What follows belongs to an exercise in optimizing a design on an open flow for small area; a production flow would make more cautious choices.
Where RTL was checked, it was by simulation tests only, not by an equivalence proof against the original.
The clock port is modelled as an ideal driver; clocking choices that lean on that would not hold on a real chip.
No activity file was given, so power comes from the tool's default toggle rates.

==> module game_top, before the edit <==
module game_top (
    input  logic              clk25M,
    input  logic              reset,
    input  logic              frame_tick,
    input  logic              btn_left,
    input  logic              btn_right,
    input  logic              btn_fire,
    input  logic [3:0]        speed,
    input  logic              scan_en,
    input  logic [9:0]        scan_h,
    input  logic [9:0]        scan_v,
    output logic              busy,
    output logic              pixel_en,
    output logic [11:0]       pixel_color
);
    logic        b1, b2, b3;
    logic [9:0]  fx;
    logic [5:0]  yq;
    logic [15:0] alive;
    logic        dir_r;
    logic [8:0]  cp;
    logic        la;
    logic [8:0]  lp;
    logic [6:0]  lm;
    gt_seq u_seq (.clk25M(clk25M), .reset(reset), .frame_tick(frame_tick),
                  .busy(busy), .b1(b1), .b2(b2), .b3(b3));
    logic [9:0] hq, hs;
    logic       hc;
    logic [6:0] vq, vs;
    logic       vc;
    logic [8:0] cq, cs;
    logic       cc;
    logic [7:0] ls;
    wire go_left  = btn_left && (cp != 9'd0);
    wire go_right = btn_right && (cp < 9'd312);
    gt_hq u_hq (.b1(b1), .b2(b2), .dir_r(dir_r), .speed(speed), .lp(lp), .scan_h(scan_h), .hq(hq), .hc(hc));
    gt_add #(10) u_ha (.a(fx), .b(hq), .ci(hc), .s(hs));
    gt_vq u_vq (.b1(b1), .b2(b2), .lm(lm), .scan_v(scan_v), .vq(vq), .vc(vc));
    gt_add #(7) u_va (.a({1'b0, yq}), .b(vq), .ci(vc), .s(vs));
    gt_cq u_cq (.b2(b2), .b3(b3), .go_left(go_left), .scan_h(scan_h), .cq(cq), .cc(cc));
    gt_add #(9) u_ca (.a(cp), .b(cq), .ci(cc), .s(cs));
    gt_add #(8) u_la (.a({1'b0, lm}), .b(b2 ? 8'hff : ~scan_v[9:2]), .ci(1'b0), .s(ls));
    logic       inv_hit, wall, floor_hit;
    logic [1:0] row, col;
    gt_dec u_dec (.hs(hs), .vs(vs), .ext(b2 && lm[0]), .alive(alive),
                  .inv_hit(inv_hit), .row(row), .col(col));
    gt_wall u_wall (.alive(alive), .dir_r(dir_r), .hs(hs), .yq(yq),
                    .wall(wall), .floor_hit(floor_hit));
    wire hit     = b2 && la && inv_hit;
    wire la_left = la && !hit;
    always_ff @(posedge clk25M) begin
        if (reset) begin
            fx    <= 10'd32;
            yq    <= 6'd4;
            dir_r <= 1'b1;
            cp    <= 9'd156;
            la    <= 1'b0;
        end else begin
            if (b1) begin
                if (wall) begin
                    dir_r <= !dir_r;
                    if (!floor_hit) yq <= vs[5:0];
                end else begin
                    fx <= hs;
                end
            end
            if (b2) la <= la_left ? !ls[7] : btn_fire;
            if (b3 && (go_left || go_right)) cp <= cs;
        end
    end
    always_ff @(posedge clk25M) begin
        for (int i = 0; i < 16; i++)
            alive[i] <= reset || (alive[i] && !(hit && {row, col} == 4'(i)));
    end
    always_ff @(posedge clk25M) begin
        if (b2) begin
            lm <= la_left ? ls[6:0] : 7'd108;
            if (!la_left) lp <= cs;
        end
    end
    localparam logic [2:0] NONE = 3'b001;
    logic [2:0] cls, px_q1, px_q2;
    gt_pix u_pix (.scan_h(scan_h), .scan_v(scan_v), .cs(cs), .ls(ls), .lp(lp), .la(la),
                  .inv_hit(inv_hit), .row(row), .cls(cls));
    always_ff @(posedge clk25M) begin
        px_q1 <= (reset || !scan_en) ? NONE : cls;
        px_q2 <= reset ? NONE : px_q1;
    end
    assign pixel_en = (px_q2 != NONE);
    assign pixel_color = {{4{px_q2[2]}},
                          px_q2[1] | (px_q2[2] & !px_q2[0]),
                          {3{px_q2[1]}},
                          {4{px_q2[0]}}};
endmodule
Settings: LEC_CHECK=0, ABC_AREA=1, CAP_MARGIN=20, CORE_MARGIN=2, CORE_UTILIZATION=65, SLEW_MARGIN=20; clock period 6.0 ns.
standard.sh (not shown) runs the stock make flow with config.mk's settings and CLKGATE_MAP_FILE= SYNTH_SCRIPT=/design/flow/synth_recipe.tcl, a recipe that flattens the netlist after the stock synthesis.
==> flow/flow/run.sh <==
#!/bin/bash
# The standard layout with two changes: the smallest buffer on the ports,
# and a clock tree without dummy loads.
set -euo pipefail
bash standard.sh \
  "BUFFER_PORTS_ARGS=-buffer_cell sky130_fd_sc_hd__buf_1" \
  "CTS_ARGS=-sink_clustering_enable -repair_clock_nets -dont_use_dummy_load -buf_list sky130_fd_sc_hd__clkbuf_8" \
  finish > standard.log 2>&1
The baseline finished with timing, DRC and antenna clean.
Edit:
--- a/flow/design.v
+++ b/flow/design.v
@@ -256,20 +256,24 @@
     always_ff @(posedge clk25M) begin
         if (b2) begin
             lm <= la_left ? ls[6:0] : 7'd108;
             if (!la_left) lp <= cs;
         end
     end
-    localparam logic [2:0] NONE = 3'b001;
-    logic [2:0] cls, px_q1, px_q2;
+    logic [2:0] cls, cls_q1, cls_q2;
+    logic [1:0] en_q;
     gt_pix u_pix (.scan_h(scan_h), .scan_v(scan_v), .cs(cs), .ls(ls), .lp(lp), .la(la),
                   .inv_hit(inv_hit), .row(row), .cls(cls));
     always_ff @(posedge clk25M) begin
-        px_q1 <= (reset || !scan_en) ? NONE : cls;
-        px_q2 <= reset ? NONE : px_q1;
-    end
-    assign pixel_en = (px_q2 != NONE);
-    assign pixel_color = {{4{px_q2[2]}},
-                          px_q2[1] | (px_q2[2] & !px_q2[0]),
-                          {3{px_q2[1]}},
-                          {4{px_q2[0]}}};
-endmodule
+        cls_q1 <= cls;
+        cls_q2 <= cls_q1;
+    end
+    always_ff @(posedge clk25M) begin
+        if (reset) en_q <= 2'b00;
+        else       en_q <= {en_q[0], scan_en};
+    end
+    assign pixel_en = en_q[1];
+    assign pixel_color = {{4{cls_q2[2]}},
+                          cls_q2[1] | (cls_q2[2] & !cls_q2[0]),
+                          {3{cls_q2[1]}},
+                          {4{cls_q2[0]}}};
+endmodule
Total power fell by 1.0%.
Final area rises by 0.37%.
Wire length rises by 0.67%.
Non-clock buffer count shrinks by 1.
Maximum frequency stays flat.
Cell count is about the same.
Via count is higher by 3.1%.
Global-route usage is higher by 0.11 points.
Clock skew goes down by 0.0055 ns.
Sequential share of layout area rises by 0.67 points.
Flip-flop and latch count grows by 2.
The RTL of the first run of this note was laid out without a check of its function.

* * *

== red ==
The RTL this note starts from:
==> flow/design.v <==
`timescale 1ns/1ps
module gt_add #(parameter int N = 8) (
    input  logic [N-1:0] a,
    input  logic [N-1:0] b,
    input  logic         ci,
    output logic [N-1:0] s
);
    logic [N:0] c;
    assign c[0] = ci;
    for (genvar i = 0; i < N; i++) begin : g_bit
        assign s[i]   = a[i] ^ b[i] ^ c[i];
        assign c[i+1] = (a[i] & b[i]) | (a[i] & c[i]) | (b[i] & c[i]);
    end
endmodule
module gt_seq (
    input  logic clk25M,
    input  logic reset,
    input  logic frame_tick,
    output logic busy,
    output logic b1,
    output logic b2,
    output logic b3,
    output logic b4
);
    logic [5:0] seq;
    assign busy = (seq != 6'b100010);
    assign b1 = (seq[3:0] == 4'b0000);
    assign b2 = !seq[5] && !seq[4] && !seq[2] && !seq[1];
    assign b3 = !seq[5] && !seq[3] && !seq[2] && !seq[0];
    assign b4 = !seq[5] && !seq[4] && !seq[3] && seq[2] && seq[0];
    always_ff @(posedge clk25M) begin
        if (reset)     seq <= 6'b100010;
        else if (busy) seq <= {seq[4:0], seq[5] ^ seq[4] ^ seq[2] ^ seq[1]};
        else           seq <= {4'b1000, !frame_tick, 1'b0};
    end
endmodule
module gt_hq (
    input  logic       b1, b2, dir_r,
    input  logic [3:0] speed,
    input  logic [8:0] lp,
    input  logic [9:0] scan_h,
    output logic [9:0] hq,
    output logic       hc
);
    always_comb begin
        if (b1) begin
            hq = dir_r ? {6'b000000, speed} : {6'b111111, ~speed};
            hc = !dir_r;
        end else if (b2) begin
            hq = ~{lp, 1'b0};
            hc = 1'b0;
        end else begin
            hq = ~scan_h;
            hc = 1'b0;
        end
    end
endmodule
module gt_vq (
    input  logic       b1, b2,
    input  logic [6:0] lm,
    input  logic [9:0] scan_v,
    output logic [6:0] vq,
    output logic       vc
);
    always_comb begin
        if (b1) begin
            vq = 7'd0;
            vc = 1'b1;
        end else if (b2) begin
            vq = ~{1'b0, lm[6:1]};
            vc = 1'b0;
        end else begin
            vq = ~scan_v[9:3];
            vc = 1'b0;
        end
    end
endmodule
module gt_cq (
    input  logic       b3, b4, go_left,
    input  logic [9:0] scan_h,
    output logic [8:0] cq,
    output logic       cc
);
    always_comb begin
        if (b3) begin
            cq = 9'd4;
            cc = 1'b0;
        end else if (b4) begin
            cq = {9{go_left}};
            cc = !go_left;
        end else begin
            cq = ~scan_h[9:1];
            cc = 1'b0;
        end
    end
endmodule
module gt_dec (
    input  logic [9:0]  hs,
    input  logic [6:0]  vs,
    input  logic        ext,
    input  logic [15:0] alive,
    output logic        inv_hit,
    output logic [1:0]  row,
    output logic [1:0]  col
);
    logic [9:0] dh;
    logic [6:0] dv;
    logic       in_col, in_row;
    assign dh = ~hs;
    assign dv = ~vs;
    assign in_col = (dh[9:7] == 3'd0) && !dh[4];
    assign col    = dh[6:5];
    always_comb begin
        in_row = 1'b1;
        case (dv)
            7'd0, 7'd1:   row = 2'd0;
            7'd6, 7'd7:   row = 2'd1;
            7'd12, 7'd13: row = 2'd2;
            7'd18, 7'd19: row = 2'd3;
            7'd127: begin row = 2'd0; in_row = ext; end
            7'd5:   begin row = 2'd1; in_row = ext; end
            7'd11:  begin row = 2'd2; in_row = ext; end
            7'd17:  begin row = 2'd3; in_row = ext; end
            default: begin row = 2'd0; in_row = 1'b0; end
        endcase
    end
    assign inv_hit = in_col && in_row && alive[{row, col}];
endmodule
module gt_wall (
    input  logic [15:0] alive,
    input  logic        dir_r,
    input  logic [9:0]  hs,
    input  logic [5:0]  yq,
    output logic        wall,
    output logic        floor_hit
);
    logic [3:0] col_alive, row_alive;
    logic [1:0] cdir;
    logic       any_alive;
    always_comb begin
        for (int c = 0; c < 4; c++)
            col_alive[c] = alive[c] | alive[4+c] | alive[8+c] | alive[12+c];
        for (int r = 0; r < 4; r++)
            row_alive[r] = |alive[4*r +: 4];
        any_alive = |col_alive;
        if (dir_r)
            cdir = col_alive[3] ? 2'd3 : col_alive[2] ? 2'd2 : col_alive[1] ? 2'd1 : 2'd0;
        else
            cdir = col_alive[0] ? 2'd0 : col_alive[1] ? 2'd1 : col_alive[2] ? 2'd2 : 2'd3;
        if (row_alive[3])      floor_hit = yq[5];
        else if (row_alive[2]) floor_hit = yq[5] && (yq[4:0] >= 5'd6);
        else if (row_alive[1]) floor_hit = yq[5] && (yq[4:0] >= 5'd12);
        else                   floor_hit = yq[5] && (yq[4:0] >= 5'd18);
    end
    assign wall = any_alive && hs[9] && (hs[8:7] == {2{!dir_r}})
               && (hs[6:5] == ~cdir) && hs[4] && (hs[3:0] != 4'd0);
endmodule
module gt_pix (
    input  logic [9:0] scan_h,
    input  logic [9:0] scan_v,
    input  logic [8:0] cs,
    input  logic [7:0] ls,
    input  logic [8:0] lp,
    input  logic       la,
    input  logic       inv_hit,
    input  logic [1:0] row,
    output logic [2:0] cls
);
    wire can_px = (scan_v[9:3] == 7'd55) && (cs[8:3] == 6'b111111);
    wire las_px = la && (scan_h[9:1] == lp) && !scan_h[0] && (ls[7:1] == 7'h7f);
    always_comb begin
        if (las_px)       cls = 3'b111;
        else if (can_px)  cls = 3'b110;
        else if (inv_hit) begin
            case (row)
                2'd0:    cls = 3'b101;
                2'd1:    cls = 3'b011;
                2'd2:    cls = 3'b010;
                default: cls = 3'b100;
            endcase
        end else          cls = 3'b000;
    end
endmodule
module game_top (
    input  logic              clk25M,
    input  logic              reset,
    input  logic              frame_tick,
    input  logic              btn_left,
    input  logic              btn_right,
    input  logic              btn_fire,
    input  logic [3:0]        speed,
    input  logic              scan_en,
    input  logic [9:0]        scan_h,
    input  logic [9:0]        scan_v,
    output logic              busy,
    output logic              pixel_en,
    output logic [11:0]       pixel_color
);
    logic        b1, b2, b3, b4;
    logic [9:0]  fx;
    logic [5:0]  yq;
    logic [15:0] alive;
    logic        dir_r;
    logic [8:0]  cp;
    logic        la;
    logic [8:0]  lp;
    logic [6:0]  lm;
    gt_seq u_seq (.clk25M(clk25M), .reset(reset), .frame_tick(frame_tick),
                  .busy(busy), .b1(b1), .b2(b2), .b3(b3), .b4(b4));
    logic [9:0] hq, hs;
    logic       hc;
    logic [6:0] vq, vs;
    logic       vc;
    logic [8:0] cq, cs;
    logic       cc;
    logic [7:0] ls;
    wire go_left  = btn_left && (cp != 9'd0);
    wire go_right = btn_right && (cp < 9'd312);
    gt_hq u_hq (.b1(b1), .b2(b2), .dir_r(dir_r), .speed(speed), .lp(lp), .scan_h(scan_h), .hq(hq), .hc(hc));
    gt_add #(10) u_ha (.a(fx), .b(hq), .ci(hc), .s(hs));
    gt_vq u_vq (.b1(b1), .b2(b2), .lm(lm), .scan_v(scan_v), .vq(vq), .vc(vc));
    gt_add #(7) u_va (.a({1'b0, yq}), .b(vq), .ci(vc), .s(vs));
    gt_cq u_cq (.b3(b3), .b4(b4), .go_left(go_left), .scan_h(scan_h), .cq(cq), .cc(cc));
    gt_add #(9) u_ca (.a(cp), .b(cq), .ci(cc), .s(cs));
    gt_add #(8) u_la (.a({1'b0, lm}), .b(b3 ? 8'hff : ~scan_v[9:2]), .ci(1'b0), .s(ls));
    logic       inv_hit, wall, floor_hit;
    logic [1:0] row, col;
    gt_dec u_dec (.hs(hs), .vs(vs), .ext(b2 && lm[0]), .alive(alive),
                  .inv_hit(inv_hit), .row(row), .col(col));
    gt_wall u_wall (.alive(alive), .dir_r(dir_r), .hs(hs), .yq(yq),
                    .wall(wall), .floor_hit(floor_hit));
    wire hit     = b2 && la && inv_hit;
    logic hit_q;
    wire la_left = la && !hit_q;
    always_ff @(posedge clk25M) begin
        if (b2) hit_q <= hit;
    end
    always_ff @(posedge clk25M) begin
        if (reset) begin
            fx    <= 10'd32;
            yq    <= 6'd4;
            dir_r <= 1'b1;
            cp    <= 9'd156;
            la    <= 1'b0;
        end else begin
            if (b1) begin
                if (wall) begin
                    dir_r <= !dir_r;
                    if (!floor_hit) yq <= vs[5:0];
                end else begin
                    fx <= hs;
                end
            end
            if (b3) la <= la_left ? !ls[7] : btn_fire;
            if (b4 && (go_left || go_right)) cp <= cs;
        end
    end
    always_ff @(posedge clk25M) begin
        for (int i = 0; i < 16; i++)
            alive[i] <= reset || (alive[i] && !(hit && {row, col} == 4'(i)));
    end
    always_ff @(posedge clk25M) begin
        if (b3) begin
            lm <= la_left ? ls[6:0] : 7'd108;
            if (!la_left) lp <= cs;
        end
    end
    localparam logic [2:0] NONE = 3'b001;
    logic [2:0] cls, px_q1, px_q2;
    gt_pix u_pix (.scan_h(scan_h), .scan_v(scan_v), .cs(cs), .ls(ls), .lp(lp), .la(la),
                  .inv_hit(inv_hit), .row(row), .cls(cls));
    always_ff @(posedge clk25M) begin
        px_q1 <= (reset || !scan_en) ? NONE : cls;
        px_q2 <= reset ? NONE : px_q1;
    end
    assign pixel_en = (px_q2 != NONE);
    assign pixel_color = {{4{px_q2[2]}},
                          px_q2[1] | (px_q2[2] & !px_q2[0]),
                          {3{px_q2[1]}},
                          {4{px_q2[0]}}};
endmodule
clock: 6.0 ns
lec_check: 0
abc_area: 1
cap_margin: 20
core_margin: 2
core_utilization: 65
slew_margin: 20
==> flow/flow/run.sh <==
#!/bin/bash
# The standard layout with these changes: an area-oriented ABC script for
# the combinational logic (registers are mapped before ABC, so they are the
# standard synthesis's), the smallest buffer on the ports, and a two-level
# clock tree built by flow/clocktree.tcl in place of CTS's.
set -euo pipefail
rm -rf scripts_abc
cp -r "$FLOW_HOME/scripts" scripts_abc
cp flow/abc_area.script scripts_abc/abc_area.script
bash standard.sh \
  "SCRIPTS_DIR=$PWD/scripts_abc" \
  "BUFFER_PORTS_ARGS=-buffer_cell sky130_fd_sc_hd__buf_1" \
  "PRE_CTS_TCL=$PWD/flow/clocktree.tcl" \
  "CTS_ARGS=-clk_nets clk25M -repair_clock_nets" \
  finish > standard.log 2>&1
Other scripts of this flow, unchanged in this note and not shown: flow/flow/abc_area.script, flow/flow/clocktree.tcl
Here is what was changed in the inputs of blue compared with red.
--- a/flow/design.v
+++ b/flow/design.v
@@ -100,9 +100,10 @@
     input  logic        ext,
     input  logic [15:0] alive,
     output logic        inv_hit,
     output logic [1:0]  row,
-    output logic [1:0]  col
+    output logic [1:0]  col,
+    output logic [15:0] box       
 );
     logic [9:0] dh;
     logic [6:0] dv;
     logic       in_col, in_row;
@@ -124,8 +125,11 @@
             default: begin row = 2'd0; in_row = 1'b0; end
         endcase
     end
     assign inv_hit = in_col && in_row && alive[{row, col}];
+    always_comb
+        for (int i = 0; i < 16; i++)
+            box[i] = in_col && in_row && (row == 2'(i / 4)) && (col == 2'(i % 4));
 endmodule
 module gt_wall (
     input  logic [15:0] alive,
     input  logic        dir_r,
@@ -224,10 +228,11 @@
     gt_add #(9) u_ca (.a(cp), .b(cq), .ci(cc), .s(cs));
     gt_add #(8) u_la (.a({1'b0, lm}), .b(b3 ? 8'hff : ~scan_v[9:2]), .ci(1'b0), .s(ls));
     logic       inv_hit, wall, floor_hit;
     logic [1:0] row, col;
+    logic [15:0] box;
     gt_dec u_dec (.hs(hs), .vs(vs), .ext(b2 && lm[0]), .alive(alive),
-                  .inv_hit(inv_hit), .row(row), .col(col));
+                  .inv_hit(inv_hit), .row(row), .col(col), .box(box));
     gt_wall u_wall (.alive(alive), .dir_r(dir_r), .hs(hs), .yq(yq),
                     .wall(wall), .floor_hit(floor_hit));
     wire hit     = b2 && la && inv_hit;
     logic hit_q;
@@ -256,9 +261,9 @@
         end
     end
     always_ff @(posedge clk25M) begin
         for (int i = 0; i < 16; i++)
-            alive[i] <= reset || (alive[i] && !(hit && {row, col} == 4'(i)));
+            alive[i] <= reset || (alive[i] && !(b2 && la && box[i]));
     end
     always_ff @(posedge clk25M) begin
         if (b3) begin
             lm <= la_left ? ls[6:0] : 7'd108;
==> comparison <==
- | final critical-path required period | blue vs red | better |
- Power in combinational cells: blue lower than red
- blue vs red, count of multi-input gates went down by 0.55%.
- Between red and blue, the flow reports maximum resistive drop on vdd decreasing by a few percent.
- blue and red ended up with nearly the same part of the Yosys area used for sequential elements.
- Relative to red, the sequential logic power measured on blue has increased slightly.
- Cell count: blue vs red, no meaningful difference
- The higher slew at the pin with the worst max-slew slack came out of red.
- Share of the core filled with cells (higher): red
- The post-synth design cell area of red and that of blue are within noise of each other.
- blue -> red: register area flat
- When the final numbers for blue and red were put side by side, the sum of met2 wire segment lengths after detailed routing turned out to be smaller in blue.
- Parity-gate share of the synthesized area counting xor and xnor cells down 0.40 points in blue wrt red
- red reports its end point of the critical path as alive[2]$_DFF_P_ while blue reports alive[10]$_DFF_P_.
- Diff red -> blue | share of cell area taken by multi-input logic gates | decrease of 0.23 points

-- port drivers added, routing unchanged --
How much do the figures lean on ideal ports? The routed layouts below were timed once more, with nothing changed but the port constraints.
Step 1: set_driving_cell puts a clkbuf_16 on clk25M and a buf_2 on each other input, an assumption about the parent block.
Step 2 moves the port delays by t, midway between the first and last clock arrival at a register: inputs arrive t later, outputs are due t later. That takes back most of the time a late clock gives input paths.
Three values: ideal ports, drivers, drivers and shift; two values: the first two.
| run | shift t [ns] | slack for setup (ns) | worst slew at a driven data input, ns |
|---|---|---|---|
| the first run of note 1 | 0.361 | 0.291 / 0.295 / -0.066 | 0.04 |
| the second run of note 1 | 0.363 | 0.290 / 0.291 / -0.072 | 0.03 |
| red | 0.367 | 0.318 / 0.324 / -0.043 | 0.03 |
| blue | 0.366 | 0.342 / 0.350 / -0.017 | 0.03 |
With both steps, setup timing fails in every run listed, where it was met with ideal ports. For the second run of note 1, which loses most, drivers alone change the setup slack by +0.001 ns; drivers and shift together by -0.362 ns.
